This is an optimization exercise on Yosys and OpenROAD, whose aim is a short achievable clock period and few clock cycles per item, not a production implementation.
The RTL was checked by simulation tests, not by an equivalence proof against the original design.
Power figures rest on the tool's default switching activity, not on a simulated workload.

===== flow/constraint.sdc =====
create_clock -name core_clock -period 5.3 [get_ports {clk}]
set_input_delay 1.0600 -clock core_clock [delete_from_list [all_inputs] [get_ports {clk}]]
set_output_delay 1.0600 -clock core_clock [all_outputs]
set_load 0.01 [all_outputs]

===== flow/design.v =====
`timescale 1ns/1ps
package pipe_pkg;
	localparam int SLICES = 4;
	typedef logic [31:0] word_t;
	typedef logic [4:0]  reg_addr_t;
	typedef logic wbsel_t;
	typedef logic [2:0] fwd_sel_t;
	localparam fwd_sel_t fwd_rf      = 3'b000;
	localparam fwd_sel_t fwd_ex_alu  = 3'b010;
	localparam fwd_sel_t fwd_mem_alu = 3'b100;
	localparam fwd_sel_t fwd_wb_alu  = 3'b110;
	localparam fwd_sel_t fwd_wb_mem  = 3'b111;
	typedef enum logic [2:0] {
		op_add, op_sub, op_and, op_or, op_xor, op_addi, op_load, op_store
	} op_t;
	typedef struct packed {
		logic      valid;
		logic      regwr;
		wbsel_t    wbsel;
		reg_addr_t rd;
	} stage_ctl_t;
	typedef struct packed {
		op_t                op;
		reg_addr_t          rd;
		reg_addr_t          rs1;
		reg_addr_t          rs2;
		logic signed [15:0] imm;
	} issue_t;
endpackage
`timescale 1ns/1ps
module rf_slice #(
	parameter int B = 16
) (
	input  logic         clk,
	input  logic         clr,
	input  logic [31:1]  wsel,    
	input  logic [B-1:0] wd,
	input  logic [31:1]  s1,
	input  logic [31:1]  s2,
	output logic [B-1:0] ra,
	output logic [B-1:0] rb
);
	logic [B-1:0] regs [1:31];
	always_comb begin
		ra = '0;
		rb = '0;
		for (int i = 1; i < 32; i++) begin
			ra = ra | (regs[i] & {B{s1[i]}});
			rb = rb | (regs[i] & {B{s2[i]}});
		end
	end
	always_ff @(posedge clk) begin
		if (clr) begin
			for (int i = 1; i < 32; i++)
				regs[i] <= '0;
		end else begin
			for (int i = 1; i < 32; i++)
				if (wsel[i])
					regs[i] <= wd;
		end
	end
endmodule
`timescale 1ns/1ps
`timescale 1ns/1ps
`timescale 1ns/1ps
module ks_add #(
	parameter int N = 16
) (
	input  logic [N-1:0] a,
	input  logic [N-1:0] b,
	input  logic         cin,
	output logic [N-1:0] s,
	output logic         cout
);
	localparam int M = N + 1;
	localparam int L = $clog2(M);
	logic [M-1:0] ae;
	logic [M-1:0] be;
	logic [M-1:0] p;
	logic [M-1:0] g [0:L];
	logic [M-1:0] t [0:L];
	assign ae = {a, 1'b1};
	assign be = {b, cin};
	assign p  = ae ^ be;
	always_comb begin
		g[0] = ae & be;
		t[0] = ae | be;
		for (int l = 0; l < L; l++) begin
			for (int i = 0; i < M; i++) begin
				if (i >= (1 << l)) begin
					g[l+1][i] = g[l][i] | (t[l][i] & g[l][i - (1 << l)]);
					t[l+1][i] = t[l][i] & t[l][i - (1 << l)];
				end else begin
					g[l+1][i] = g[l][i];
					t[l+1][i] = t[l][i];
				end
			end
		end
	end
	assign s    = p[M-1:1] ^ g[L][M-2:0];
	assign cout = g[L][M-1];
endmodule
module sum_dec (
	input  logic [7:0]  a,
	input  logic [7:0]  b,
	output logic [63:0] oh
);
	logic [7:0] x;
	logic       c2;      
	logic [3:0] t [2:6];
	logic [1:0] t2;      
	assign x  = a ^ b;
	assign c2 = (a[1] & b[1]) | (x[1] & a[0] & b[0]);
	assign t2 = {x[2] ^ c2, ~(x[2] ^ c2)};
	always_comb begin
		for (int i = 2; i <= 6; i++) begin
			for (int v = 0; v < 4; v++) begin
				t[i][v] = (x[i+1] ^ (x[i] ? !v[0] : a[i])) == v[1];
			end
		end
	end
	always_comb begin
		for (int k = 0; k < 64; k++) begin
			logic [7:0] kk;
			kk = {k[5:0], 2'b00};
			oh[k] = t2[kk[2]];
			for (int i = 2; i <= 6; i++)
				oh[k] = oh[k] & t[i][{kk[i+1], kk[i]}];
		end
	end
endmodule
`timescale 1ns/1ps
module mem_slice #(
	parameter int B = 16,
	parameter int D = 64
) (
	input  logic                 clk,
	input  logic                 clr,
	input  logic [D-1:0]         wsel,    
	input  logic [B-1:0]         wd,
	input  logic [D-1:0]         sel,
	output logic [B-1:0]         rd
);
	logic [B-1:0] mem [0:D-1];
	always_comb begin
		rd = '0;
		for (int i = 0; i < D; i++)
			rd = rd | (mem[i] & {B{sel[i]}});
	end
	always_ff @(posedge clk) begin
		if (clr) begin
			for (int i = 0; i < D; i++)
				mem[i] <= '0;
		end else begin
			for (int i = 0; i < D; i++)
				if (wsel[i])
					mem[i] <= wd;
		end
	end
endmodule
`timescale 1ns/1ps
module pipe_core #(
	parameter int MEM_DEPTH = 64
) (
	input  logic                clk,
	input  logic                rst,
	input  logic                issue_valid,
	input  logic [2:0]          issue_op,
	input  logic [4:0]          issue_rd,
	input  logic [4:0]          issue_rs1,
	input  logic [4:0]          issue_rs2,
	input  logic [15:0]         issue_imm,
	output logic                stall,
	output logic                commit_valid,
	output pipe_pkg::reg_addr_t commit_rd,
	output pipe_pkg::word_t     commit_data
);
	localparam int S = pipe_pkg::SLICES;
	localparam int B = 32 / S;
	localparam int P = S + 2;           
	localparam logic [2:0] OP_ADD   = 3'd0;
	localparam logic [2:0] OP_SUB   = 3'd1;
	localparam logic [2:0] OP_AND   = 3'd2;
	localparam logic [2:0] OP_OR    = 3'd3;
	localparam logic [2:0] OP_XOR   = 3'd4;
	localparam logic [2:0] OP_ADDI  = 3'd5;
	localparam logic [2:0] OP_LOAD  = 3'd6;
	localparam logic [2:0] OP_STORE = 3'd7;
	logic        acc;
	logic        hold;
	logic        skid_v;
	logic        stall_q;
	logic [2:0]  skid_op;
	logic [4:0]  skid_rd;
	logic [4:0]  skid_rs1;
	logic [4:0]  skid_rs2;
	logic [15:0] skid_imm;
	assign acc = issue_valid && !skid_v;
	logic        n_v;
	logic [2:0]  n_op;
	logic [4:0]  n_rd;
	logic [4:0]  n_rs1;
	logic [4:0]  n_rs2;
	logic [15:0] n_imm;
	always_comb begin
		if (skid_v) begin
			n_v   = 1'b1;
			n_op  = skid_op;
			n_rd  = skid_rd;
			n_rs1 = skid_rs1;
			n_rs2 = skid_rs2;
			n_imm = skid_imm;
		end else begin
			n_v   = acc;
			n_op  = issue_op;
			n_rd  = issue_rd;
			n_rs1 = issue_rs1;
			n_rs2 = issue_rs2;
			n_imm = issue_imm;
		end
	end
	logic        r_v;
	logic [2:0]  r_op;
	logic [4:0]  r_rd;
	logic [4:0]  r_rs1;
	logic [4:0]  r_rs2;
	logic [15:0] r_imm;
	logic [31:1] r_s1;       
	logic [31:1] r_s2;
	always_ff @(posedge clk) begin
		if (rst) begin
			skid_v  <= 1'b0;
			stall_q <= 1'b0;
			r_v     <= 1'b0;
		end else if (hold) begin
			if (acc)
				skid_v <= 1'b1;
			stall_q <= issue_valid || stall_q;
		end else begin
			skid_v  <= 1'b0;
			stall_q <= 1'b0;
			r_v     <= n_v;
		end
	end
	always_ff @(posedge clk) begin
		if (hold) begin
			if (acc) begin
				skid_op  <= issue_op;
				skid_rd  <= issue_rd;
				skid_rs1 <= issue_rs1;
				skid_rs2 <= issue_rs2;
				skid_imm <= issue_imm;
			end
		end else begin
			r_op  <= n_op;
			r_rd  <= n_rd;
			r_rs1 <= n_rs1;
			r_rs2 <= n_rs2;
			r_imm <= n_imm;
		end
	end
	assign stall = stall_q;
	always_ff @(posedge clk) begin
		for (int i = 1; i < 32; i++) begin
			r_s1[i] <= ((hold ? r_rs1 : n_rs1) == i[4:0]);
			r_s2[i] <= ((hold ? r_rs2 : n_rs2) == i[4:0]);
		end
	end
	logic r_wr;
	assign r_wr = (r_op != OP_STORE) && (r_rd != 5'd0);
	logic        d_v;
	logic [2:0]  d_op;
	logic [4:0]  d_rd;
	logic [15:0] d_imm;
	logic [15:0] d_immp;     
	logic [4:0]  d_rs1;
	logic [4:0]  d_rs2;
	logic [31:1] d_s1;
	logic [31:1] d_s2;
	logic        d_wr;
	logic        d_ld;
	logic        d_st;
	logic        d_use_imm;
	logic        d_xa;
	logic        d_xb;
	logic        d_fa;
	logic        d_fb;
	logic        d_f2a;
	logic        d_f2b;
	logic [P-1:0]       c_v;
	logic [P-1:0]       c_wr;
	logic [P-1:0]       c_cm;
	logic [P-1:0]       c_st;
	logic [P-1:0]       c_ld;
	logic [P-1:0][4:0]  c_rd;
	logic [P-1:0]       c_sub;
	logic [P-1:0]       c_ssum;
	logic [P-1:0]       c_sand;
	logic [P-1:0]       c_sor;
	logic [P-1:0]       c_sxor;
	logic [P-1:0][3:0]  c_selw;    
	logic [P-1:0][3:0]  c_selv;    
	logic [P-1:0]       c_xbp;     
	logic [P-1:0]       c_xbn;     
	logic [P-1:0]       c_nxb;     
	logic [P-1:0]       c_xa;
	logic [P-1:0]       c_xb;
	logic [P-1:0]       c_xs;
	logic [P-1:0]       c_fa;
	logic [P-1:0]       c_fb;
	logic [P-1:0]       c_f2a;
	logic [P-1:0]       c_f2b;
	logic [P-1:0]       c_uimm;
	logic [P-1:0][15:0] c_imm;
	logic [P-1:0][31:1] c_s1;
	logic [P-1:0][31:1] c_s2;
	logic [P-1:0][31:1] c_rsel;    
	logic [S-1:0][MEM_DEPTH-1:0] c_msel;
	logic [S-1:0][MEM_DEPTH-1:0] c_wsel;    
	logic                        c_late;    
	logic [MEM_DEPTH-1:0]        late_oh;   
	logic [MEM_DEPTH-1:0]        wsel0;     
	logic [S-1:0][B-1:0] rf_a;       
	logic [S-1:0][B-1:0] rf_b;
	logic [S-1:0][B-1:0] d_ra;       
	logic [S-1:0][B-1:0] d_rb;
	logic [S-1:0][B-1:0] d_a;        
	logic [S-1:0][B-1:0] d_b;
	logic [S-1:0][B-1:0] res;        
	logic [S-1:0][B-1:0] resw;
	logic [S-1:0][B-1:0] resv;
	logic [S-1:0][B-1:0] sd;         
	logic [S-1:0]        cy;         
	logic [S-1:0][B-1:0] sums;       
	logic [S-1:0][B-1:0] w_res;      
	logic [S-1:0][B-1:0] rf_wd;      
	logic [S-1:0][B-1:0] w2_res;     
	logic [S-1:0]        w_cy;       
	assign hold = d_v && d_ld && d_xa;
	logic go;
	assign go = d_v && !hold;
	always_ff @(posedge clk) begin
		if (rst)
			d_v <= 1'b0;
		else if (!hold)
			d_v <= r_v;
	end
	always_ff @(posedge clk) begin
		if (hold) begin
			d_xa  <= 1'b0;
			d_xb  <= 1'b0;
			d_fa  <= d_xa;
			d_fb  <= d_xb;
			d_f2a <= d_fa;
			d_f2b <= d_fb;
		end else begin
			d_op      <= r_op;
			d_rd      <= r_rd;
			d_imm     <= r_imm;
			d_rs1     <= r_rs1;
			d_rs2     <= r_rs2;
			d_wr      <= r_wr;
			d_ld      <= (r_op == OP_LOAD);
			d_st      <= (r_op == OP_STORE);
			d_use_imm <= (r_op == OP_ADDI) || (r_op == OP_LOAD) || (r_op == OP_STORE);
			d_xa      <= d_v && d_wr && (d_rd == r_rs1);
			d_xb      <= d_v && d_wr && (d_rd == r_rs2);
			d_fa      <= c_wr[0] && (c_rd[0] == r_rs1);
			d_fb      <= c_wr[0] && (c_rd[0] == r_rs2);
			d_f2a     <= c_wr[1] && (c_rd[1] == r_rs1);
			d_f2b     <= c_wr[1] && (c_rd[1] == r_rs2);
		end
	end
	always_ff @(posedge clk) begin
		d_immp <= hold ? d_imm : r_imm;
		for (int i = 1; i < 32; i++) begin
			d_s1[i] <= ((hold ? d_rs1 : r_rs1) == i[4:0]);
			d_s2[i] <= ((hold ? d_rs2 : r_rs2) == i[4:0]);
		end
	end
	logic [MEM_DEPTH-1:0] d_msel;
	logic [63:0] oh_w;
	logic [63:0] oh_w2;
	logic [63:0] oh_r;
	sum_dec dec_w_i  (.a (rf_wd[0][7:0]),  .b (d_immp[7:0]), .oh (oh_w));
	sum_dec dec_w2_i (.a (w2_res[0][7:0]), .b (d_immp[7:0]), .oh (oh_w2));
	sum_dec dec_r_i  (.a (d_ra[0][7:0]),   .b (d_immp[7:0]), .oh (oh_r));
	assign d_msel = d_fa ? oh_w : d_f2a ? oh_w2 : oh_r;
	logic ld_w;
	logic ld_w2;
	logic ld_r;
	logic st_w;
	logic st_w2;
	logic st_r;
	assign ld_w  = go && d_ld && d_fa;
	assign ld_w2 = go && d_ld && !d_fa && d_f2a;
	assign ld_r  = go && d_ld && !d_fa && !d_f2a;
	assign st_w  = go && d_st && !d_xa && d_fa;
	assign st_w2 = go && d_st && !d_xa && !d_fa && d_f2a;
	assign st_r  = go && d_st && !d_xa && !d_fa && !d_f2a;
	sum_dec dec_late_i (.a (rf_wd[0][7:0]), .b (c_imm[0][7:0]), .oh (late_oh));
	assign wsel0 = c_wsel[0] | (late_oh & {MEM_DEPTH{c_late}});
	always_ff @(posedge clk) begin
		if (rst) begin
			c_wsel <= '0;
			c_late <= 1'b0;
			c_rsel <= '0;
			c_v  <= '0;
			c_wr <= '0;
			c_cm <= '0;
			c_st <= '0;
			c_ld <= '0;
		end else begin
			c_v[0]  <= go;
			c_wr[0] <= go && d_wr;
			c_cm[0] <= go && !d_st;
			c_st[0] <= go && d_st;
			c_ld[0] <= go && d_ld;
			for (int i = 1; i < 32; i++)
				c_rsel[0][i] <= go && d_wr && (d_rd == i[4:0]);
			for (int p = 1; p < P; p++)
				c_rsel[p] <= c_rsel[p-1];
			for (int i = 0; i < MEM_DEPTH; i++)
				c_wsel[0][i] <= (st_w && oh_w[i]) || (st_w2 && oh_w2[i]) || (st_r && oh_r[i]);
			c_late <= go && d_st && d_xa;
			c_wsel[1] <= wsel0;
			for (int k = 2; k < S; k++)
				c_wsel[k] <= c_wsel[k-1];
			for (int p = 1; p < P; p++) begin
				c_v[p]  <= c_v[p-1];
				c_wr[p] <= c_wr[p-1];
				c_cm[p] <= c_cm[p-1];
				c_st[p] <= c_st[p-1];
				c_ld[p] <= c_ld[p-1];
			end
		end
	end
	always_ff @(posedge clk) begin
		c_rd[0]   <= d_rd;
		c_sub[0]  <= (d_op == OP_SUB);
		c_ssum[0] <= (d_op == OP_ADD) || (d_op == OP_SUB) || (d_op == OP_ADDI);
		c_sand[0] <= (d_op == OP_AND);
		c_sor[0]  <= (d_op == OP_OR);
		c_sxor[0] <= (d_op == OP_XOR);
		c_selw[0] <= {(d_op == OP_XOR), (d_op == OP_OR), (d_op == OP_AND),
		              (d_op == OP_ADD) || (d_op == OP_SUB) || (d_op == OP_ADDI)} & {4{d_wr}};
		c_selv[0] <= {(d_op == OP_XOR), (d_op == OP_OR), (d_op == OP_AND),
		              (d_op == OP_ADD) || (d_op == OP_SUB) || (d_op == OP_ADDI)} & {4{go}};
		c_xbp[0]  <= d_xb && !d_use_imm && (d_op != OP_SUB);
		c_xbn[0]  <= d_xb && !d_use_imm && (d_op == OP_SUB);
		c_nxb[0]  <= !(d_xb && !d_use_imm);
		c_xa[0]   <= d_xa;
		c_xb[0]   <= d_xb && !d_use_imm;
		c_xs[0]   <= d_xb;
		c_fa[0]   <= d_fa;
		c_fb[0]   <= d_fb;
		c_f2a[0]  <= d_f2a;
		c_f2b[0]  <= d_f2b;
		c_uimm[0] <= d_use_imm;
		c_imm[0]  <= d_imm;
		c_s1[0]   <= d_s1;
		c_s2[0]   <= d_s2;
		for (int i = 0; i < MEM_DEPTH; i++)
			c_msel[0][i] <= (ld_w && oh_w[i]) || (ld_w2 && oh_w2[i]) || (ld_r && oh_r[i]);
		for (int p = 1; p < P; p++) begin
			c_rd[p]   <= c_rd[p-1];
			c_sub[p]  <= c_sub[p-1];
			c_ssum[p] <= c_ssum[p-1];
			c_sand[p] <= c_sand[p-1];
			c_sor[p]  <= c_sor[p-1];
			c_sxor[p] <= c_sxor[p-1];
			c_selw[p] <= c_selw[p-1];
			c_selv[p] <= c_selv[p-1];
			c_xbp[p]  <= c_xbp[p-1];
			c_xbn[p]  <= c_xbn[p-1];
			c_nxb[p]  <= c_nxb[p-1];
			c_xa[p]   <= c_xa[p-1];
			c_xb[p]   <= c_xb[p-1];
			c_xs[p]   <= c_xs[p-1];
			c_fa[p]   <= c_fa[p-1];
			c_fb[p]   <= c_fb[p-1];
			c_f2a[p]  <= c_f2a[p-1];
			c_f2b[p]  <= c_f2b[p-1];
			c_uimm[p] <= c_uimm[p-1];
			c_imm[p]  <= c_imm[p-1];
			c_s1[p]   <= c_s1[p-1];
			c_s2[p]   <= c_s2[p-1];
		end
		for (int k = 1; k < S; k++)
			c_msel[k] <= c_msel[k-1];
	end
	for (genvar k = 0; k < S; k++) begin : sl
		logic [31:1] rs1;
		logic [31:1] rs2;
		if (k == 0) begin : g_r0
			assign rs1 = r_s1;
			assign rs2 = r_s2;
		end else if (k == 1) begin : g_r1
			assign rs1 = d_s1;
			assign rs2 = d_s2;
		end else begin : g_rk
			assign rs1 = c_s1[k-2];
			assign rs2 = c_s2[k-2];
		end
		rf_slice #(.B(B)) rf_i (
			.clk  (clk),
			.clr  (rst),
			.wsel (c_rsel[k+1]),
			.wd   (rf_wd[k]),
			.s1   (rs1),
			.s2   (rs2),
			.ra   (rf_a[k]),
			.rb   (rf_b[k])
		);
		logic fa;
		logic fb;
		logic f2a;
		logic f2b;
		if (k == 0) begin : g_f0
			assign fa  = d_fa;
			assign fb  = d_fb;
			assign f2a = d_f2a;
			assign f2b = d_f2b;
		end else begin : g_fk
			assign fa  = c_fa[k-1];
			assign fb  = c_fb[k-1];
			assign f2a = c_f2a[k-1];
			assign f2b = c_f2b[k-1];
		end
		assign d_a[k] = fa ? rf_wd[k] : f2a ? w2_res[k] : d_ra[k];
		assign d_b[k] = fb ? rf_wd[k] : f2b ? w2_res[k] : d_rb[k];
		if (k == 0) begin : g_d0
			always_ff @(posedge clk) begin
				if (hold) begin
					d_ra[k] <= d_a[k];
					d_rb[k] <= d_b[k];
				end else begin
					d_ra[k] <= rf_a[k];
					d_rb[k] <= rf_b[k];
				end
			end
		end else begin : g_dk
			always_ff @(posedge clk) begin
				d_ra[k] <= rf_a[k];
				d_rb[k] <= rf_b[k];
			end
		end
		logic [B-1:0] imm_k;
		logic [B-1:0] imm_n;    
		if ((k + 1) * B <= 16) begin : g_imm
			assign imm_n = (k == 0) ? d_imm[(k+1)*B-1:k*B] : c_imm[(k == 0) ? 0 : k-1][(k+1)*B-1:k*B];
		end else begin : g_sext
			assign imm_n = {B{((k == 0) ? d_imm[15] : c_imm[(k == 0) ? 0 : k-1][15])}};
		end
		logic uimm_n;
		logic sub_n;
		assign uimm_n = (k == 0) ? d_use_imm : c_uimm[(k == 0) ? 0 : k-1];
		assign sub_n  = (k == 0) ? (d_op == OP_SUB) : c_sub[(k == 0) ? 0 : k-1];
		logic [B-1:0] x_a;
		logic [B-1:0] x_b;
		logic [B-1:0] x_s;
		always_ff @(posedge clk) begin
			x_a <= d_a[k];
			x_b <= (uimm_n ? imm_n : d_b[k]) ^ {B{sub_n}};
			x_s <= d_b[k];
		end
		logic [B-1:0] a;
		logic [B-1:0] b;
		logic [B-1:0] sum;
		logic [B-1:0] ld;
		logic [B-1:0] mrd;
		logic         cin;
		assign a     = c_xa[k] ? w_res[k] : x_a;
		assign b     = (w_res[k] & {B{c_xbp[k]}}) | (~w_res[k] & {B{c_xbn[k]}})
		             | (x_b & {B{c_nxb[k]}});
		assign sd[k] = c_xs[k] ? w_res[k] : x_s;
		assign cin   = (k == 0) ? c_sub[0] : w_cy[(k == 0) ? 0 : k-1];
		ks_add #(.N(B)) add_i (
			.a    (a),
			.b    (b),
			.cin  (cin),
			.s    (sum),
			.cout (cy[k])
		);
		assign sums[k] = sum;
		mem_slice #(.B(B), .D(MEM_DEPTH)) mem_i (
			.clk  (clk),
			.clr  (rst),
			.wsel ((k == 0) ? wsel0 : c_wsel[k]),
			.wd   (sd[k]),
			.sel  (c_msel[(k == 0) ? 0 : k-1]),
			.rd   (mrd)
		);
		if (k == 0) begin : g_ld0
			assign ld = mrd;
		end else begin : g_ldk
			logic [B-1:0] pre;
			logic [B-1:0] st_d;
			logic         hit;
			always_ff @(posedge clk) begin
				pre  <= mrd;
				st_d <= sd[k];
				hit  <= |(c_msel[k-1] & c_wsel[k]);
			end
			assign ld = hit ? st_d : pre;
		end
		assign res[k] = (sum & {B{c_ssum[k]}})
		              | ((a & b) & {B{c_sand[k]}})
		              | ((a | b) & {B{c_sor[k]}})
		              | ((a ^ b) & {B{c_sxor[k]}})
		              | ld;
		assign resw[k] = (sum & {B{c_selw[k][0]}})
		               | ((a & b) & {B{c_selw[k][1]}})
		               | ((a | b) & {B{c_selw[k][2]}})
		               | ((a ^ b) & {B{c_selw[k][3]}})
		               | ld;
		assign resv[k] = (sum & {B{c_selv[k][0]}})
		               | ((a & b) & {B{c_selv[k][1]}})
		               | ((a | b) & {B{c_selv[k][2]}})
		               | ((a ^ b) & {B{c_selv[k][3]}})
		               | ld;
		always_ff @(posedge clk) begin
			w_res[k]  <= res[k];
			rf_wd[k]  <= resw[k];
			w2_res[k] <= rf_wd[k];
			w_cy[k]   <= cy[k];
		end
	end
	logic [S-1:0][S-1:0][B-1:0] dl;
	always_ff @(posedge clk) begin
		for (int k = 0; k < S; k++)
			for (int p = 1; p < S; p++)
				dl[k][p] <= (p == k + 1) ? res[k] : dl[k][p-1];
	end
	logic [31:0] commit_next;
	always_comb begin
		for (int k = 0; k < S - 1; k++)
			commit_next[k*B +: B] = dl[k][S-1];
		commit_next[(S-1)*B +: B] = resv[S-1];
	end
	always_ff @(posedge clk) begin
		if (rst)
			commit_valid <= 1'b0;
		else
			commit_valid <= c_cm[S-1];
		commit_rd   <= c_rd[S-1] & {5{c_cm[S-1]}};
		commit_data <= commit_next;
	end
endmodule

===== flow/config.mk =====
export PLATFORM = sky130hd
export DESIGN_NAME = pipe_core
export DESIGN_NICKNAME = pipe_core
export VERILOG_FILES = /design/flow/design.v
export SDC_FILE = /design/flow/constraint.sdc
export NUM_CORES = 4
export LEC_CHECK = 0
export ABC_CLOCK_PERIOD_IN_PS = 2500
export CAP_MARGIN = 20
export CORE_MARGIN = 2
export CORE_UTILIZATION = 40
export PLACE_DENSITY = 0.5
export SETUP_SLACK_MARGIN = 2.6
export SLEW_MARGIN = 20

===== flow/run.sh =====
#!/bin/bash
# synth_recipe.tcl (not shown) runs the flow's synth.tcl, then flattens the netlist and writes it again
# the make line also repeats each setting of config.mk as NAME=value (left out here)
make -C /OpenROAD-flow-scripts/flow DESIGN_CONFIG=/design/flow/config.mk WORK_HOME=/design/flow/orfs CLKGATE_MAP_FILE= SYNTH_SCRIPT=/design/flow/synth_recipe.tcl finish

==> flow_metrics.py, run 1 <==
metrics = {
    "synth": {
        "synth.area.top_cells": "dfxtp_1, mux2i_1, a211oi_1",
        "yosys.area.top_type": "dfxtp_1",
        "async_flop_share": 0,
        "synth.top_cell.area_share": 0.510,
        "synth_area_mm2": 0.174,
        "ys_types": 65,
        "synth.ff_latch_count": 4510,
        "synth_enable_flop_cells": 86,
        "synth_top_flop_cell": "dfxtp_1",
        "yosys_warnings": 26,
        "yosysSeqAreaShare": 0.525,
        "synthCells": 17595,
        "synthesis.nets": 17744,
        "avgSynthCellArea_um2": 9.87,
    },
    "grt": {
        "grt_pass1_wl_mm": 1130,
        "grt_pass1_vias": 136505,
        "gr-total-overflow": 0,
        "grt_util_met3": 0.0822,
        "global_route.usage.met1": 0.478,
        "antenna_found_initial": 55,
        "use_met2": 0.523,
        "track_usage": 0.358,
        "busiest_layer": "met2",
        "grt_max_degree": 294,
    },
    "power": {
        "cellLeakagePower_nw": 66.5,
        "max-vdd-ir-drop_v": 0.000270,
        "power.density_mw_per_mm2": 364,
    },
    "route": {
        "dr.pass1.iters": 11,
        "postRouteAntennaNets": 0,
        "wl_per_cell_um": 35.9,
        "route.detailed.drc": 0,
        "drt_iter0_markers": 23412,
        "routed_wirelength_mm": 826,
        "drt-vias-per-instance": 6.46,
        "vias": 148541,
    },
    "min_path": {
        "hold_end": "commit_data[7]",
        "hold_start": "commit_next[7]",
        "hold_depth": 0,
        "hold_class": "register to register",
    },
    "clock_tree": {
        "clock_latency_ns": 1.05,
        "cts_tree": "yes",
        "postCtsHoldBufs": 0,
        "root_buffer": "clkbuf_16",
        "cts.clk_slew.worst_paths_ns": 0.06,
        "cts-htree-levels": 5,
        "clkSinkCount": 4510,
        "cts-buffers-inserted": 477,
        "cts_buffer_depth": 4,
    },
    "die": {
        "placementRows": 241,
        "core_mm2": 0.432,
        "ios": 76,
        "die_area_mm2": 0.439,
        "die_y_um": 663,
        "fp.dieW_um": 663,
        "initial_core_util": 0.402,
    },
    "critical_path": {
        "cp-end-kind": "register",
        "worst-path-max-fanout": 10,
        "arrival_ns": 3.72,
        "required_ns": 6.20,
        "worst-r2r-setup-slack_ns": 2.48,
        "r2r-end": "rf_wd[0]",
        "worstSetupPathType": "register to register",
        "start_kind": "register",
        "rr_worst_depth": 6,
        "r2r_start": "c_msel[3]",
    },
    "placed_design": {
        "gp_congestion": 1.04,
        "port_buffers": 75,
        "hpwlAfterDp_mm": 534,
        "dp_worst_setup_slack_ns": 1.67,
    },
    "layout": {
        "utilization": 0.458,
        "nFillCells": 41391,
        "syn2layout_area_growth_pct": 13.9,
        "drive_gt1_frac": 0.136,
        "nNetsFinal": 16975,
    },
    "sta": {
        "worst_pin_slew_ns": 1.27,
        "finalClockSkew_ns": 0.0600,
        "hold_violations": 0,
        "post-route-period-util": 0.531,
        "max_freq_mhz": 355,
        "setup_ws_ns": 2.48,
        "min_period_ns": 2.82,
        "setup_viol_count_final": 0,
        "maxSlewViolCount": 0,
        "rsz0062_at_grt": "true",
        "setup_tns_ns": 0,
        "maxSlewHeadroom": 0.150,
    },
    "run_status": {
        "status": "complete, no violations",
    },
    "job": {
        "cap_violations": 0,
    },
}
synthesized netlist by cell type, types with 19 or more instances:
library cell / count
a211oi_1: 1538
a21o_1: 32
a21oi_1: 68
a221o_1: 33
a221oi_1: 651
a222oi_1: 129
a22o_1: 642
a22oi_1: 800
buf_1: 326
clkbuf_1: 1510
dfxtp_1: 4424
edfxtp_1: 86
ha_1: 108
inv_1: 187
mux2_2: 58
mux2i_1: 1165
nand2_1: 330
nand2b_1: 19
nand3_1: 247
nand4_1: 235
nor2_1: 2955
nor2_2: 72
nor2b_1: 303
nor3_1: 57
o21ai_0: 90
o221ai_1: 63
o22ai_1: 516
or3b_2: 512
or4_1: 82
xnor2_1: 109
xor2_1: 63
sequential cells by signal, summed over array words and instances (netlist names), 32 cells and up:
signal and flops:
c_msel 192, sl.mem_i.mem 2048, d_rb 32, sl.x_b 32, c_wsel 256, c_s2 62
c_s1 62, rf_wd 32, sl.rf_i.regs 992, c_rsel 155, w2_res 32, commit_data 32
sl.x_s 32, d_ra 32, sl.x_a 32
layout make-up:
type,count,area [um^2],area share
tap,5710,7140,0.0361
antenna,55,138,0.000696
clock buffer,686,13900,0.0703
multi-input combinational,11039,76700,0.388
inverter,188,713,0.00361
clock inverter,193,2430,0.0123
sequential,4510,91300,0.462
timing repair buffer,610,5310,0.0269
repair_timing:
item / CTS / global route
setup buffers: 30 / 29
gates resized for setup: 413 / 137
setup endpoints to repair: 793 / 661
pin swaps: 18 / 25
power breakdown:
part / switching [W] / leakage (nW) / internal, W
logic: 0.00161 / 21.8 / 0.000580
clock network: 0.0147 / 8.05 / 0.0205
registers: 0.000492 / 36.6 / 0.0342
total: 0.0168 / 66.5 / 0.0553
placed cells by master, fill, tap and decap left out, types with 84 or more instances in the layout:
master     count
clkinv_2      95
ha_1         102
clkbuf_8     101
o21ai_0       90
buf_4        483
edfxtp_1      86
clkbuf_16    485
nor2_1      2913
mux2i_1     1140
nor2b_1      303
dfxtp_1     4323
a22oi_1      794
a221oi_1     619
o22ai_1      516
a222oi_1     129
a211oi_1    1538
a22o_1       641
nand2_1      321
inv_1        185
clkbuf_1     100
nand3_1      239
nand4_1      235
xnor2_1       84
or3b_2       512
logic make-up (layout without fill, tap and decap cells):
group	count (synthesis)	in the layout	synth area share
simple gates	4899	4899	0.136
compound gates	4631	4631	0.207
flops	4510	4510	0.525
buf+inv	2046	1677	0.0444
mux	1223	1223	0.0709
xor+xnor	174	174	0.00893
fa+ha+maj	112	112	0.00824
other cells	0	55	0
critical path, stage by stage (launching register included):
cell	delay, ns
dfxtp_1	0.56
buf_4	0.37
a22oi_1	0.22
nand4_1	0.34
nor4_2	0.37
nand2_2	0.27
or3_1	0.52
worst max path at each step:
| stage | start | end | slack, ns | depth (start not counted) |
|---|---|---|---|---|
| 3_5_place_dp | rf_wd[6] | sl[0].mem_i.mem[1][3] | 1.67 | 7 |
| 4_1_cts | commit_data[19] | commit_data[19] | 2.54 | 1 |
| 2_1_floorplan | d_v | skid_imm[0] | 2.61 | 7 |
| 5_1_grt | d_imm[1] | c_msel[21] | 2.42 | 6 |
| 3_3_place_gp | rf_wd[0] | sl[0].mem_i.mem[43][6] | 1.67 | 6 |
| 6_report | c_msel[3] | rf_wd[0] | 2.48 | 6 |
per-stage QoR:
stage | power (W) | area (um^2) | std cells | hold WS (ns)
floorplan | 0.0365 | 174000 | 17595 | 0.310
CTS | 0.0722 | 197000 | 22905 | 0.327
global route | 0.0738 | 198000 | 22954 | 0.329
finish | 0.0720 | 198000 | 22991 | 0.326
global placement | 0.0374 | 179000 | 21993 | 0.313
detailed placement | 0.0374 | 179000 | 21996 | 0.313
metal layers:
metal  part of all wire  up-vias
met3               0.10     2501
met2               0.42     9466
met5            0.00019        -
li1                   -    63359
met4              0.074       18
met1               0.41    73197
Testbench counts, summed over its fixed seeds: cycles 4,120, items 4,000.
==> inputs of run 2 (changes only) <==
--- a/flow/config.mk
+++ b/flow/config.mk
@@ -12,3 +12,3 @@
 export PLACE_DENSITY = 0.5
-export SETUP_SLACK_MARGIN = 2.6
+export SETUP_SLACK_MARGIN = 3.0
 export SLEW_MARGIN = 20
==> flow_metrics.py, run 2 <==
metrics = {
    "synth": {
        "synthSimpleGateAreaFrac": 0.136,
        "yosys.area_share.adder": 0.00824,
        "yosysSeqAreaShare": 0.525,
        "async_flop_share": 0,
        "synthTopCellsByCount": "dfxtp_1, nor2_1, a211oi_1, clkbuf_1, mux2i_1",
        "synth_xor_area_frac": 0.00893,
        "synth-compound-area-share": 0.207,
        "yosys_warnings": 26,
        "synth_top_family_by_area": "compound AO/OA/AOI/OAI gates",
        "synth.top_cell.area_share": 0.510,
        "synth_area_mm2": 0.174,
        "synthesis.nets": 17744,
        "synthMuxAreaShare": 0.0709,
        "synth_enable_flop_cells": 86,
        "synthCells": 17595,
        "yosysMostFrequentCell": "dfxtp_1",
        "ys_types": 65,
        "yosys.area.top_type": "dfxtp_1",
        "synth_top_flop_cell": "dfxtp_1",
        "synth.area.top_cells": "dfxtp_1, mux2i_1, a211oi_1",
        "synth.ff_latch_count": 4510,
        "avgSynthCellArea_um2": 9.87,
    },
    "clock_tree": {
        "cts_buffer_depth": 4,
        "clkSinkCount": 4510,
        "cts_tree": "yes",
        "clock_latency_ns": 1.04,
        "root_buffer": "clkbuf_16",
        "cts-htree-levels": 5,
        "postCtsHoldBufs": 0,
        "cts.clk_slew.worst_paths_ns": 0.06,
        "cts-buffers-inserted": 476,
    },
    "critical_path": {
        "worstPathCellList": "buf_6",
        "slowest_stage": "dfxtp_4",
        "worst-path-max-fanout": 1,
        "path_delay_family": "flip-flops",
        "worst-r2r-setup-slack_ns": 2.71,
        "rr_worst_depth": 7,
        "r2r_start": "c_msel[23]",
        "start_kind": "register",
        "cp-startpoint": "commit_data[18]",
        "required_ns": 4.24,
        "cp-end-kind": "output pin",
        "crit_path_max_incr_delay_ns": 0.47,
        "crit_buf_inv": 1,
        "r2r-end": "rf_wd[5]",
        "worstSetupPathType": "register to output pin",
        "arrival_ns": 1.62,
        "path_depth": 1,
        "endpoint": "commit_data[18]",
    },
    "layout": {
        "top_regs": "sl.mem_i.mem x2048, sl.rf_i.regs x992, c_wsel x256",
        "final_common_cell": "dfxtp_1",
        "nNetsFinal": 17431,
        "largest-register": "sl.mem_i.mem",
        "final_cell_mix": "dfxtp_1, nor2_1, a211oi_1, mux2i_1, a22oi_1",
        "syn2layout_area_growth_pct": 20.7,
        "largest_reg_flops": 2048,
        "drive_gt1_frac": 0.207,
    },
    "die": {
        "placementRows": 241,
        "initial_core_util": 0.402,
        "fp.dieW_um": 663,
        "ios": 76,
        "core_mm2": 0.432,
        "die_area_mm2": 0.439,
        "die_y_um": 663,
    },
    "grt": {
        "grt_pass1_vias": 138870,
        "grt_max_degree": 256,
        "gr-total-overflow": 0,
        "antenna_found_initial": 68,
        "track_usage": 0.364,
        "grt_pass1_wl_mm": 1150,
    },
    "power": {
        "max-vdd-ir-drop_v": 0.000331,
        "cellLeakagePower_nw": 70.6,
        "power.density_mw_per_mm2": 346,
        "power_w": 0.0726,
    },
    "sta": {
        "rsz0062_at_grt": "true",
        "setup_viol_count_final": 0,
        "worst_pin_slew_ns": 1.27,
        "min_period_ns": 2.68,
        "hold_violations": 0,
        "max_freq_mhz": 373,
        "setup_tns_ns": 0,
        "maxSlewHeadroom": 0.154,
        "finalClockSkew_ns": 0.0792,
        "maxSlewViolCount": 0,
        "post-route-period-util": 0.506,
    },
    "route": {
        "drt_iter0_markers": 24043,
        "vias": 151749,
        "postRouteAntennaNets": 0,
        "routed_wirelength_mm": 848,
        "wl_per_cell_um": 36.2,
        "drt-vias-per-instance": 6.47,
        "dr.pass1.iters": 13,
        "route.detailed.drc": 0,
    },
    "run_status": {
        "status": "complete, no violations",
    },
    "placed_design": {
        "gp_congestion": 1.02,
        "port_buffers": 75,
        "hpwlAfterDp_mm": 530,
    },
    "min_path": {
        "hold_class": "register to register",
    },
    "job": {
        "cap_violations": 0,
    },
}
## run 2: cell count changes in the layout (fill, tap and decap cells not counted), moves of 103 or more
cell / before / now
dfxtp_1: 4323 / 4211
buf_6: 18 / 215
a221oi_1: 619 / 509
nor2_4: 70 / 173
buf_4: 483 / 619
o22ai_2: 0 / 245
o22ai_1: 516 / 270
## run 2: worst min path at each step
stage                          end            from  cells past startpoint
floorplan                 c_rd[15]        c_rd[10]                      0
CTS                 commit_data[8]  commit_next[8]                      0
finish              commit_data[2]  commit_next[2]                      0
global route        commit_data[8]  commit_next[8]                      0
global placement    commit_data[6]  commit_next[6]                      0
detailed placement  commit_next[2]          dl[18]                      0
## run 2: kinds of logic after synthesis
logic type      count (synthesis)
buf+inv                      2046
mux                          1223
flops                        4510
compound gates               4631
fa+ha+maj                     112
xor+xnor                      174
simple gates                 4899
## run 2: report_power, final
group | switching [W] | internal, W | total (W)
Combinational | 0.00186 | 0.000914 | 0.00277
Sequential | 0.000494 | 0.0342 | 0.0347
Clock | 0.0148 | 0.0204 | 0.0352
## run 2: final cells by class
type	instances	area, um^2
Inverter	188	728
Antenna cell	51	128
Timing Repair Buffer	1029	10600
Clock buffer	692	13900
Clock inverter	194	2460
Sequential cell	4510	91600
Fill cell	40084	222000
Multi-Input combinational cell	11077	82900
Tap cell	5710	7140
## run 2: metrics by stage
step	std cells	util	hold slack (ns)	area, um^2	setup slack, ns
after global placement	22005	0.416	0.313	180000	1.67
after global routing	23413	0.485	0.336	209000	2.59
after detailed placement	22008	0.416	0.313	180000	1.70
after floorplan	17595	-	0.310	175000	2.90
final	23451	0.486	0.323	210000	2.62
after CTS	23195	0.471	0.329	203000	2.52
## run 2: layer usage
layer | GRT usage | wire [um] | vias to the layer above
met5 | 0 | 166 | -
met4 | 0.231 | 66600 | 24
met3 | 0.0893 | 90400 | 2854
met2 | 0.530 | 351000 | 10072
met1 | 0.483 | 340000 | 74437
li1 | - | - | 64362
## run 2: what timing repair did
action,CTS,global route
gates cloned,21,28
pin swaps,248,326
setup buffers,280,177
gates resized for setup,1121,832
setup endpoints to repair,1181,2025
==> inputs of run 3 (changes only) <==
--- a/flow/config.mk
+++ b/flow/config.mk
@@ -12,3 +12,3 @@
 export PLACE_DENSITY = 0.5
-export SETUP_SLACK_MARGIN = 3.0
+export SETUP_SLACK_MARGIN = 3.3
 export SLEW_MARGIN = 20
==> flow_metrics.py, run 3 <==
metrics = {
    "power": {
        "power_frac_seq": 0.474,
        "max-vdd-ir-drop_v": 0.000286,
        "p_sw_frac": 0.236,
        "combPwrFrac": 0.040,
        "internal-power_w": 0.0558,
        "clkPwrFrac": 0.485,
        "p_sw_w": 0.0172,
        "cellLeakagePower_nw": 74.4,
        "power_w": 0.0730,
        "power.density_mw_per_mm2": 331,
    },
    "grt": {
        "track_usage": 0.373,
        "gr-total-overflow": 0,
        "grt_pass1_wl_mm": 1170,
        "grt_max_degree": 145,
        "antenna_found_initial": 54,
        "grt_pass1_vias": 141717,
    },
    "synth": {
        "yosysSeqAreaShare": 0.525,
        "yosys.area_share.adder": 0.00824,
        "synthMuxAreaShare": 0.0709,
        "synthTopCellsByCount": "dfxtp_1, nor2_1, a211oi_1, clkbuf_1, mux2i_1",
        "synth_top_family_by_area": "compound AO/OA/AOI/OAI gates",
        "synth_enable_flop_cells": 86,
        "yosys_warnings": 26,
        "synth_top_flop_cell": "dfxtp_1",
        "synth_xor_area_frac": 0.00893,
        "synthSimpleGateAreaFrac": 0.136,
        "avgSynthCellArea_um2": 9.87,
        "yosys.area.top_type": "dfxtp_1",
        "synthesis.nets": 17744,
        "synth.ff_latch_count": 4510,
        "synth-compound-area-share": 0.207,
        "async_flop_share": 0,
        "synth.top_cell.area_share": 0.510,
        "synthCells": 17595,
        "ys_types": 65,
        "synth.area.top_cells": "dfxtp_1, mux2i_1, a211oi_1",
        "yosysMostFrequentCell": "dfxtp_1",
        "synth_area_mm2": 0.174,
    },
    "layout": {
        "layoutNonFillerInstCount": 23645,
        "largest-register": "sl.mem_i.mem",
        "syn2layout_area_growth_pct": 26.9,
        "largest_reg_flops": 2048,
        "nFillCells": 38902,
        "final_cell_mix": "dfxtp_1, nor2_1, mux2i_1, a211oi_2, a211oi_1",
        "nNetsFinal": 17646,
        "drive_gt1_frac": 0.291,
        "final_area_mm2": 0.220,
        "top_regs": "sl.mem_i.mem x2048, sl.rf_i.regs x992, c_wsel x256",
        "final_common_cell": "dfxtp_1",
    },
    "job": {
        "cap_violations": 0,
    },
    "route": {
        "vias": 153009,
        "routed_wirelength_mm": 863,
        "drt_iter0_markers": 22404,
        "wl_per_cell_um": 36.5,
        "route.detailed.drc": 0,
        "drt-vias-per-instance": 6.47,
        "postRouteAntennaNets": 0,
        "dr.pass1.iters": 12,
    },
    "sta": {
        "hold_violations": 0,
        "setup_ws_ns": 2.60,
        "setup_viol_count_final": 0,
        "maxSlewViolCount": 0,
        "maxSlewHeadroom": 0.157,
        "rsz0062_at_grt": "true",
        "setup_tns_ns": 0,
        "max_freq_mhz": 371,
        "min_period_ns": 2.70,
        "worst_pin_slew_ns": 1.26,
        "post-route-period-util": 0.509,
        "finalClockSkew_ns": 0.0549,
    },
    "critical_path": {
        "arrival_ns": 1.64,
        "worst-r2r-setup-slack_ns": 2.70,
        "worst-path-max-fanout": 1,
        "cp-startpoint": "commit_data[18]",
        "rr_worst_depth": 11,
        "path_delay_family": "flip-flops",
        "r2r-end": "c_wsel[16]",
        "cp-end-kind": "output pin",
        "crit_buf_inv": 1,
        "slowest_stage": "dfxtp_4",
        "required_ns": 4.24,
        "start_kind": "register",
        "r2r_start": "d_imm[1]",
        "worstPathCellList": "buf_6",
        "crit_path_max_incr_delay_ns": 0.47,
        "worstSetupPathType": "register to output pin",
    },
    "placed_design": {
        "dp_worst_setup_slack_ns": 1.84,
        "port_buffers": 75,
        "place_inst": 22006,
        "hpwlAfterDp_mm": 551,
        "gp_congestion": 1.04,
        "placed_cell_area_mm2": 0.185,
    },
    "clock_tree": {
        "cts-htree-levels": 5,
        "cts.clk_slew.worst_paths_ns": 0.06,
        "postCtsHoldBufs": 0,
        "cts-buffers-inserted": 476,
        "cts_tree": "yes",
        "clkSinkCount": 4510,
        "cts_buffer_depth": 4,
        "root_buffer": "clkbuf_16",
        "clock_latency_ns": 1.05,
    },
    "min_path": {
        "hold_start": "dl[23]",
        "hold_class": "register to register",
        "hold_depth": 0,
        "hold_end": "commit_next[7]",
    },
    "die": {
        "initial_core_util": 0.402,
        "core_mm2": 0.432,
        "fp.dieW_um": 663,
        "placementRows": 241,
        "die_y_um": 663,
        "ios": 76,
        "die_area_mm2": 0.439,
    },
    "run_status": {
        "status": "complete, no violations",
    },
}
-- run 3: cell types whose count changed in the layout (fill, tap and decap cells not counted), sizes merged, moves of 2 or more --
cell	delta
clkbuf	+13
bufbuf	+2
diode	-13
clkinv	-10
nor2	+8
bufinv	+3
clkinvlp	-16
buf	+205
inv	+4
-- run 3: timing repair --
item | CTS | global route
buffers inserted | 504 | 161
gates cloned | 34 | 23
endpoints found under the setup margin | 2681 | 2271
endpoints found under the hold margin | 0 | 0
pin swaps | 474 | 351
gates resized for setup | 1903 | 792
-- run 3: per-layer routing --
layer | GRT usage | vias to the layer above | part of all wire
met5 | 0 | - | 0.000065
met4 | 0.244 | 10 | 0.081
met3 | 0.0852 | 2748 | 0.10
met2 | 0.545 | 9695 | 0.42
met1 | 0.492 | 75761 | 0.40
li1 | - | 64795 | -
-- run 3: through the flow --
| stage | util | hold WS, ns |
|---|---|---|
| 2_1_floorplan | - | 0.310 |
| 3_3_place_gp | 0.429 | 0.310 |
| 3_5_place_dp | 0.429 | 0.312 |
| 4_1_cts | 0.497 | 0.325 |
| 5_1_grt | 0.511 | 0.330 |
| 6_report | 0.511 | 0.322 |
-- run 3: cell type report --
cell class | instances | area [um^2] | share of cell area
Antenna cell | 38 | 95.1 | 0.000431
Clock buffer | 704 | 14200 | 0.0644
Clock inverter | 174 | 2270 | 0.0103
Inverter | 188 | 764 | 0.00347
Multi-Input combinational cell | 11083 | 90500 | 0.411
Sequential cell | 4510 | 91900 | 0.417
Tap cell | 5710 | 7140 | 0.0324
Timing Repair Buffer | 1237 | 13500 | 0.0611
Timing Repair inverter | 1 | 11.3 | 0.0000511
-- run 3: logic make-up after synthesis --
family | count (synthesis)
compound gates | 4631
xor+xnor | 174
fa+ha+maj | 112
buf+inv | 2046
flops | 4510
mux | 1223
simple gates | 4899
-- run 3: worst max-delay path by stage --
| stage | to | slack, ns | cells past startpoint |
|---|---|---|---|
| global placement | c_msel[22] | 1.61 | 7 |
| global route | commit_data[19] | 2.57 | 1 |
| CTS | commit_data[18] | 2.52 | 1 |
| finish | commit_data[18] | 2.60 | 1 |
| floorplan | skid_imm[0] | 2.90 | 1 |
| detailed placement | sl[0].mem_i.mem[11][7] | 1.84 | 8 |
-- run 3: power by group through the flow --
stage	sequential [W]	clock, W	combinational [W]
6_report	0.0347	0.0354	0.00295
5_1_grt	0.0346	0.0371	0.00307
4_1_cts	0.0346	0.0357	0.00273
3_5_place_dp	0.0354	0	0.00214
3_3_place_gp	0.0354	0	0.00215
2_1_floorplan	0.0351	0	0.00184
==> inputs of run 4 (changes only) <==
--- a/flow/config.mk
+++ b/flow/config.mk
@@ -10,4 +10,4 @@
 export CORE_MARGIN = 2
-export CORE_UTILIZATION = 40
-export PLACE_DENSITY = 0.5
+export CORE_UTILIZATION = 48
+export PLACE_DENSITY = 0.56
 export SETUP_SLACK_MARGIN = 3.3
==> flow_metrics.py, run 4 <==
metrics = {
    "synth": {
        "yosysMostFrequentCell": "dfxtp_1",
        "synth_enable_flop_cells": 86,
        "synth.area.top_cells": "dfxtp_1, mux2i_1, a211oi_1",
        "synth.top_cell.area_share": 0.510,
        "yosys.area.top_type": "dfxtp_1",
        "yosys_warnings": 26,
        "synth.ff_latch_count": 4510,
        "ys_types": 65,
        "async_flop_share": 0,
        "synthCells": 17595,
        "synth_top_flop_cell": "dfxtp_1",
        "synth_area_mm2": 0.174,
        "yosysSeqAreaShare": 0.525,
        "avgSynthCellArea_um2": 9.87,
        "synthTopCellsByCount": "dfxtp_1, nor2_1, a211oi_1, clkbuf_1, mux2i_1",
        "synthesis.nets": 17744,
    },
    "layout": {
        "utilization": 0.611,
        "nFillCells": 29735,
        "final_cell_mix": "dfxtp_1, nor2_1, mux2i_1, a211oi_2, a22oi_1",
        "seq_area_mm2": 0.0920,
        "largest_reg_flops": 2048,
        "nNetsFinal": 17699,
        "syn2layout_area_growth_pct": 26.4,
        "drive_gt1_frac": 0.290,
        "top_regs": "sl.mem_i.mem x2048, sl.rf_i.regs x992, c_wsel x256",
        "largest-register": "sl.mem_i.mem",
        "multi_input_area_mm2": 0.0903,
        "final_common_cell": "dfxtp_1",
    },
    "sta": {
        "finalClockSkew_ns": 0.0597,
        "max_freq_mhz": 360,
        "setup_viol_count_final": 0,
        "rsz0062_at_grt": "true",
        "maxSlewViolCount": 0,
        "min_period_ns": 2.78,
        "post-route-period-util": 0.524,
        "setup_tns_ns": 0,
        "maxSlewHeadroom": 0.181,
        "worst_pin_slew_ns": 1.23,
        "hold_violations": 0,
    },
    "clock_tree": {
        "clock_latency_ns": 1.05,
        "root_buffer": "clkbuf_16",
        "cts-htree-levels": 5,
        "clkSinkCount": 4510,
        "cts.clk_slew.worst_paths_ns": 0.07,
        "cts_buffer_depth": 4,
        "cts-buffers-inserted": 465,
        "cts_tree": "yes",
    },
    "grt": {
        "grt_max_degree": 204,
        "grt_pass1_wl_mm": 1130,
        "gr-total-overflow": 0,
        "antenna_found_initial": 51,
        "track_usage": 0.434,
        "grt_pass1_vias": 142512,
    },
    "route": {
        "drt_iter0_markers": 25340,
        "routed_wirelength_mm": 837,
        "drt-vias-per-instance": 6.84,
        "wl_per_cell_um": 36.8,
        "wl_met3_mm": 98.2,
        "dr.pass1.iters": 12,
        "routedLengthMet1_mm": 321,
        "highest_layer": "met5",
        "route.detailed.drc": 0,
        "vias": 155616,
        "postRouteAntennaNets": 0,
        "wl_met2_mm": 342,
    },
    "critical_path": {
        "endpoint": "c_wsel[11]",
        "cp-end-kind": "register",
        "slowest_stage": "a222oi_1",
        "worstSetupPathType": "register to register",
        "cp-startpoint": "rf_wd[4]",
        "path_delay_family": "compound AO/OA/AOI/OAI gates",
        "start_kind": "register",
        "rr_worst_depth": 7,
        "r2r_start": "rf_wd[4]",
        "crit_buf_inv": 2,
        "path_depth": 7,
        "r2r-end": "c_wsel[11]",
        "worst-path-max-fanout": 8,
        "worstPathCellList": "inv_4 > ha_4 > xor2_4 > nor3_4 > buf_12 > a222oi_1 > nor2_4",
        "worst-r2r-setup-slack_ns": 2.52,
        "arrival_ns": 3.64,
        "crit_path_max_incr_delay_ns": 0.69,
        "required_ns": 6.16,
    },
    "power": {
        "p_sw_frac": 0.235,
        "clkPwrFrac": 0.482,
        "internal-power_w": 0.0554,
        "max-vdd-ir-drop_v": 0.000290,
        "combPwrFrac": 0.040,
        "power.density_mw_per_mm2": 330,
        "cellLeakagePower_nw": 74.3,
        "p_sw_w": 0.0170,
        "power_frac_seq": 0.478,
    },
    "placed_design": {
        "port_buffers": 75,
        "hpwlAfterDp_mm": 523,
        "gp_congestion": 1.04,
    },
    "die": {
        "die_area_mm2": 0.367,
        "ios": 76,
        "die_y_um": 605,
        "placementRows": 220,
        "initial_core_util": 0.483,
        "core_mm2": 0.359,
        "fp.dieW_um": 605,
    },
    "job": {
        "cap_violations": 0,
    },
    "min_path": {
        "hold_depth": 0,
        "hold_class": "register to register",
        "hold_start": "dl[23]",
    },
    "run_status": {
        "status": "complete, no violations",
    },
}
run 4: cell counts after synthesis:
No cell type changed its count.
run 4: layout make-up:
| cell class | count | area share |
|---|---|---|
| tap | 4773 | 0.0272 |
| multi-input combinational | 11096 | 0.411 |
| clock buffer | 691 | 0.0633 |
| timing repair buffer | 1289 | 0.0647 |
| inverter | 188 | 0.00339 |
| sequential | 4510 | 0.419 |
| antenna | 39 | 0.000445 |
| clock inverter | 176 | 0.0107 |
run 4: per-layer routing:
metal | vias up | GRT usage
met4 | 24 | 0.317
met2 | 11136 | 0.622
li1 | 64914 | -
met3 | 3462 | 0.122
met5 | - | 0.000392
met1 | 76080 | 0.558
run 4: worst min-delay path by stage:
stage	end	slack, ns
floorplan	c_rd[15]	0.31
global placement	c_rd[15]	0.31
detailed placement	c_selv[9]	0.31
CTS	commit_next[7]	0.33
global route	c_selv[11]	0.33
finish	commit_next[7]	0.32
run 4: cells by family after synthesis:
group                      synth area share
DFF                                   0.525
AOI/OAI and AO/OA                     0.207
and+or+nand+nor                       0.136
xor gates and xnor gates            0.00893
buffers and inverters                0.0444
muxes                                0.0709
adders and majority gates           0.00824
run 4: repair_timing:
| action | in CTS | in global routing |
|---|---|---|
| resized for setup | 1953 | 717 |
| pin swaps | 560 | 337 |
| gates cloned | 59 | 16 |
| setup buffers | 501 | 225 |
| hold buffers | 0 | 0 |
| setup endpoints to repair | 3159 | 2000 |
run 4: power by group through the flow:
| stage | combinational, W | sequential (W) | clock (W) |
|---|---|---|---|
| after floorplan | 0.00184 | 0.0351 | 0 |
| after global placement | 0.00208 | 0.0354 | 0 |
| after global routing | 0.00300 | 0.0346 | 0.0363 |
| after CTS | 0.00263 | 0.0346 | 0.0350 |
| final | 0.00290 | 0.0346 | 0.0349 |
| after detailed placement | 0.00208 | 0.0354 | 0 |
run 4: worst register-to-register path: stages, from the launching register on:
cell and delay [ns]:
dfxtp_2 0.55, inv_4 0.11, ha_4 0.43, xor2_4 0.36, nor3_4 0.09, buf_12 0.16, a222oi_1 0.69, nor2_4 0.23
run 4: per-stage QoR:
step           instances  total power, W  area (um^2)  worst slack (ns)  hold slack, ns
2_1_floorplan      17595          0.0369       184000              2.90           0.310
4_1_cts            22481          0.0722       214000              2.58           0.326
3_5_place_dp       21054          0.0375       184000              1.86           0.312
6_report           22762          0.0724       219000              2.52           0.322
5_1_grt            22727          0.0739       219000              2.56           0.327
3_3_place_gp       21054          0.0375       184000              1.53           0.310

afterwards: timing with drivers on the ports:
No port has a modelled driver above. Below, the same layouts with a new extraction and two added sets of constraints.
Step 1 (the two cells are an assumption about what drives the block):
set clk [get_ports {clk}]
set_driving_cell -lib_cell sky130_fd_sc_hd__clkbuf_16 $clk
set_driving_cell -lib_cell sky130_fd_sc_hd__buf_2 [delete_from_list [all_inputs] $clk]
Step 2 moves the port delays by t, midway between the first and last clock arrival at a register: inputs arrive t later, outputs are due t later. That takes back most of the time a late clock gives input paths.
a / b / c = ideal / step 1 / step 2; a / b = the first two.
run | t, ns | slack for setup (ns) | worst setup path at the end | worst register clock-pin slew, ns
run 1 | 1.135 | 2.485 / 2.485 / 1.525 | input to register | 0.07 / 0.07
run 2 | 1.124 | 2.617 / 2.501 / 1.794 | input to register | 0.07 / 0.07
run 3 | 1.146 | 2.602 / 2.479 / 1.882 | input to register | 0.07 / 0.07
run 4 | 1.141 | 2.523 / 2.522 / 1.752 | input to register | 0.08 / 0.08
After both steps setup and hold are still met in every run listed. The setup slack of run 1, which loses most, moves by 0.000 ns with the drivers and by -0.960 ns with both steps.
